This is an optimization exercise on Yosys and OpenROAD, whose aim is small area, a short achievable clock period and few clock cycles per item, not a production implementation. Where RTL was checked, it was by simulation tests only, not by an equivalence proof against the original.

==> 02-04 <==
## scmi_mbox_top
module scmi_mbox_top (
  input  logic                      clk_i,
  input  logic                      rst_n_i,
  input  logic                      agent_req_i,
  input  logic                      agent_we_i,
  input  scmi_mbox_pkg::addr_t      agent_addr_i,
  input  scmi_mbox_pkg::data_t      agent_wdata_i,
  output logic                      agent_ack_o,
  output scmi_mbox_pkg::data_t      agent_rdata_o,
  input  logic                      platform_req_i,
  input  logic                      platform_we_i,
  input  scmi_mbox_pkg::addr_t      platform_addr_i,
  input  scmi_mbox_pkg::data_t      platform_wdata_i,
  output logic                      platform_ack_o,
  output scmi_mbox_pkg::data_t      platform_rdata_o,
  output scmi_mbox_pkg::chan_vec_t  irq_doorbell_o,
  output scmi_mbox_pkg::chan_vec_t  irq_completion_o
);
clock: 5.0 ns
lec_check: 0
cap_margin: 20
core_margin: 2
core_utilization: 40
setup_slack_margin: 2.5
slew_margin: 20
tns_end_percent: 100
run.sh (not shown) runs the stock make flow with config.mk's settings and CLKGATE_MAP_FILE= SYNTH_SCRIPT=/design/flow/synth_recipe.tcl, a recipe that flattens the netlist after the stock synthesis.
==> inputs of 11-09, as changes to 02-04 <==
--- a/flow/design.v
+++ b/flow/design.v
@@ -49,67 +49,85 @@
   end
   assign ack_o   = ack_q;
   assign rdata_o = rdata_q;
 endmodule
 `timescale 1ns/1ns
 module scmi_mbox_arbiter (
+  input  logic                 clk_i,
+  input  logic                 rst_n_i,
   input  logic                 p0_pend_i,
   input  logic                 p0_we_i,
   input  scmi_mbox_pkg::addr_t p0_addr_i,
   input  scmi_mbox_pkg::data_t p0_wdata_i,
   output logic                 p0_gnt_o,
   input  logic                 p1_pend_i,
   input  logic                 p1_we_i,
   input  scmi_mbox_pkg::addr_t p1_addr_i,
   input  scmi_mbox_pkg::data_t p1_wdata_i,
   output logic                 p1_gnt_o,
-  output logic                 mem_req_o,
+  output logic [scmi_mbox_pkg::NUM_CHANNELS-1:0] mem_turn_o,
   output logic                 mem_we_o,
-  output scmi_mbox_pkg::addr_t mem_addr_o,
   output scmi_mbox_pkg::data_t mem_wdata_o
 );
-  assign p0_gnt_o = p0_pend_i;
-  assign p1_gnt_o = p1_pend_i && !p0_pend_i;
-  assign mem_req_o   = p0_pend_i || p1_pend_i;
-  assign mem_we_o    = p0_pend_i ? p0_we_i    : p1_we_i;
-  assign mem_addr_o  = p0_pend_i ? p0_addr_i  : p1_addr_i;
-  assign mem_wdata_o = p0_pend_i ? p0_wdata_i : p1_wdata_i;
+  localparam int NT = 8;
+  logic [NT-1:0] turn_q;
+  always_ff @(posedge clk_i) begin
+    if (!rst_n_i) begin
+      turn_q <= '0;
+    end else begin
+      turn_q <= ~turn_q;
+    end
+  end
+  assign p0_gnt_o = p0_pend_i && !turn_q[0];
+  assign p1_gnt_o = p1_pend_i &&  turn_q[0];
+  assign mem_turn_o = turn_q[scmi_mbox_pkg::NUM_CHANNELS-1:0];
+  assign mem_we_o   = turn_q[0] ? (p1_pend_i && p1_we_i) : (p0_pend_i && p0_we_i);
+  for (genvar b = 0; b < 4; b++) begin : g_wbyte
+    assign mem_wdata_o[b*8 +: 8] = turn_q[4 + b] ? p1_wdata_i[b*8 +: 8] : p0_wdata_i[b*8 +: 8];
+  end
 endmodule
 `timescale 1ns/1ns
 module scmi_mbox_shared_mem (
   input  logic                      clk_i,
   input  logic                      rst_n_i,
-  input  logic                      bus_req_i,
+  input  scmi_mbox_pkg::chan_vec_t  bus_turn_i,
+  input  scmi_mbox_pkg::addr_t      bus_addr0_i,
+  input  scmi_mbox_pkg::addr_t      bus_addr1_i,
   input  logic                      bus_we_i,
-  input  scmi_mbox_pkg::addr_t      bus_addr_i,
   input  scmi_mbox_pkg::data_t      bus_wdata_i,
   output scmi_mbox_pkg::data_t      bus_rdata_o,
   output scmi_mbox_pkg::chan_vec_t  irq_doorbell_o,
   output scmi_mbox_pkg::chan_vec_t  irq_completion_o
 );
   localparam int NW = scmi_mbox_pkg::NUM_CHANNELS * scmi_mbox_pkg::NUM_PAYLOAD_WORDS;
   scmi_mbox_pkg::data_t      payload_q [NW];
   scmi_mbox_pkg::chan_vec_t  doorbell_q;
   scmi_mbox_pkg::chan_vec_t  completion_q;
   scmi_mbox_pkg::chan_t      chan;
   scmi_mbox_pkg::word_off_t  off;
   scmi_mbox_pkg::data_t      rd_word;
-  logic          write;
   logic [NW-1:0] wsel;
   logic [NW-1:0] rsel;
-  assign chan = bus_addr_i[scmi_mbox_pkg::ADDR_W-1:scmi_mbox_pkg::WORD_W];
-  assign off  = bus_addr_i[scmi_mbox_pkg::WORD_W-1:0];
-  assign write = bus_req_i && bus_we_i;
+  logic [NW-1:0] dec0, dec1;
+  assign chan = bus_turn_i[0] ? bus_addr1_i[scmi_mbox_pkg::ADDR_W-1:scmi_mbox_pkg::WORD_W]
+                           : bus_addr0_i[scmi_mbox_pkg::ADDR_W-1:scmi_mbox_pkg::WORD_W];
+  assign off  = bus_turn_i[0] ? bus_addr1_i[scmi_mbox_pkg::WORD_W-1:0]
+                           : bus_addr0_i[scmi_mbox_pkg::WORD_W-1:0];
   always_comb begin
     for (int c = 0; c < scmi_mbox_pkg::NUM_CHANNELS; c++) begin
       for (int w = 0; w < scmi_mbox_pkg::NUM_PAYLOAD_WORDS; w++) begin
-        rsel[c * scmi_mbox_pkg::NUM_PAYLOAD_WORDS + w] =
-          (chan == scmi_mbox_pkg::chan_t'(c)) && (off == scmi_mbox_pkg::word_off_t'(w));
+        dec0[c * scmi_mbox_pkg::NUM_PAYLOAD_WORDS + w] =
+          bus_addr0_i == scmi_mbox_pkg::addr_t'(c * 8 + w);
+        dec1[c * scmi_mbox_pkg::NUM_PAYLOAD_WORDS + w] =
+          bus_addr1_i == scmi_mbox_pkg::addr_t'(c * 8 + w);
       end
     end
-    wsel = write ? rsel : '0;
+    for (int i = 0; i < NW; i++) begin
+      rsel[i] = bus_turn_i[i / scmi_mbox_pkg::NUM_PAYLOAD_WORDS] ? dec1[i] : dec0[i];
+    end
+    wsel = bus_we_i ? rsel : '0;
   end
   always_comb begin
     rd_word = '0;
     for (int i = 0; i < NW; i++) begin
       rd_word = rd_word | (rsel[i] ? payload_q[i] : '0);
     end
@@ -121,13 +139,13 @@
     end
   end
   always_ff @(posedge clk_i) begin
     if (!rst_n_i) begin
       doorbell_q   <= '0;
       completion_q <= '0;
-    end else if (write) begin
+    end else if (bus_we_i) begin
       if (off == scmi_mbox_pkg::DOORBELL_OFFSET) begin
         doorbell_q[chan] <= bus_wdata_i[0];
       end
       if (off == scmi_mbox_pkg::COMPLETION_OFFSET) begin
         completion_q[chan] <= bus_wdata_i[0];
       end
@@ -164,15 +182,14 @@
   output scmi_mbox_pkg::data_t      platform_rdata_o,
   output scmi_mbox_pkg::chan_vec_t  irq_doorbell_o,
   output scmi_mbox_pkg::chan_vec_t  irq_completion_o
 );
   logic                 agent_pend,  platform_pend;
   logic                 agent_gnt,   platform_gnt;
-  logic                 mem_req;
+  scmi_mbox_pkg::chan_vec_t mem_turn;
   logic                 mem_we;
-  scmi_mbox_pkg::addr_t mem_addr;
   scmi_mbox_pkg::data_t mem_wdata;
   scmi_mbox_pkg::data_t mem_rdata;
   scmi_mbox_port u_agent_port (
     .clk_i       (clk_i),
     .rst_n_i     (rst_n_i),
     .req_i       (agent_req_i),
@@ -190,33 +207,35 @@
     .gnt_i       (platform_gnt),
     .bus_rdata_i (mem_rdata),
     .ack_o       (platform_ack_o),
     .rdata_o     (platform_rdata_o)
   );
   scmi_mbox_arbiter u_arbiter (
+    .clk_i       (clk_i),
+    .rst_n_i     (rst_n_i),
     .p0_pend_i   (agent_pend),
     .p0_we_i     (agent_we_i),
     .p0_addr_i   (agent_addr_i),
     .p0_wdata_i  (agent_wdata_i),
     .p0_gnt_o    (agent_gnt),
     .p1_pend_i   (platform_pend),
     .p1_we_i     (platform_we_i),
     .p1_addr_i   (platform_addr_i),
     .p1_wdata_i  (platform_wdata_i),
     .p1_gnt_o    (platform_gnt),
-    .mem_req_o   (mem_req),
+    .mem_turn_o  (mem_turn),
     .mem_we_o    (mem_we),
-    .mem_addr_o  (mem_addr),
     .mem_wdata_o (mem_wdata)
   );
   scmi_mbox_shared_mem u_shared_mem (
     .clk_i            (clk_i),
     .rst_n_i          (rst_n_i),
-    .bus_req_i        (mem_req),
+    .bus_turn_i       (mem_turn),
+    .bus_addr0_i      (agent_addr_i),
+    .bus_addr1_i      (platform_addr_i),
     .bus_we_i         (mem_we),
-    .bus_addr_i       (mem_addr),
     .bus_wdata_i      (mem_wdata),
     .bus_rdata_o      (mem_rdata),
     .irq_doorbell_o   (irq_doorbell_o),
     .irq_completion_o (irq_completion_o)
   );
 endmodule
==> flow/flow/run.sh (new file) <==
#!/bin/bash
# Standard layout, with plain buffers on the ports instead of the delay
# buffers buffer_ports picks by default.
set -o pipefail
cp standard.sh standard.sh.log 2>/dev/null
export BUFFER_PORTS_ARGS="-buffer_cell sky130_fd_sc_hd__buf_2"
bash standard.sh > standard_run.log 2>&1
==> flow/standard.sh (new file) <==
#!/bin/bash
# synth_recipe.tcl (not shown) runs the flow's synth.tcl, then flattens the netlist and writes it again
# the make line also repeats each setting of config.mk as NAME=value (left out here)
make -C /OpenROAD-flow-scripts/flow DESIGN_CONFIG=/design/flow/config.mk WORK_HOME=/design/flow/orfs CLKGATE_MAP_FILE= SYNTH_SCRIPT=/design/flow/synth_recipe.tcl "${@:-finish}"
--- a/flow/config.mk
+++ b/flow/config.mk
@@ -5,9 +5,11 @@
 export SDC_FILE = /design/flow/constraint.sdc
 export NUM_CORES = 4
 export LEC_CHECK = 0
 export CAP_MARGIN = 20
 export CORE_MARGIN = 2
 export CORE_UTILIZATION = 40
-export SETUP_SLACK_MARGIN = 2.5
+export CTS_BUF_LIST = sky130_fd_sc_hd__clkbuf_8
+export CTS_CLUSTER_SIZE = 20
+export SETUP_SLACK_MARGIN = 2.3
 export SLEW_MARGIN = 20
 export TNS_END_PERCENT = 100
removed: flow/run.sh
==> notes <==
02-04 did not get past global routing (GRT-0232). 11-09 went through all stages and came out clean.
Against 11-09, the synthesized cell count of 02-04 is lower by 0.33%.
In 02-04 the synthesized area is larger than in 11-09, by about 0.7%.
Testbench counts of 11-09, summed over its fixed seeds: cycles 4,008, items 4,000.
Only the layout flow was run in 02-04; the RTL was not checked for function there.

==> static timing again, ports no longer ideal <==
Ports are ideal in the flow. The routed layout listed here was re-timed in OpenROAD. Step 1 (the two cells are an assumption about what drives the block):
set clk [get_ports {clk_i}]
set_driving_cell -lib_cell sky130_fd_sc_hd__clkbuf_16 $clk
set_driving_cell -lib_cell sky130_fd_sc_hd__buf_2 [delete_from_list [all_inputs] $clk]
Step 2 adds t to the input delays and takes it off the output delays; t is the mean of the earliest and latest rising clock arrival at the registers after step 1. Input paths then give back, and output paths get back, about the clock's delay inside the block. Three values: ideal, step 1, step 2; two values: the first two.
run: 11-09
shift t [ns]: 0.873
setup WS [ns]: 2.223 / 2.251 / 1.389
worst slew at a driven data input, ns: 0.05
cell pins on the clock port's net: 1
After both steps 11-09 still meets setup and hold. The setup slack of 11-09 moves by +0.028 ns with the drivers and by -0.834 ns with both steps.
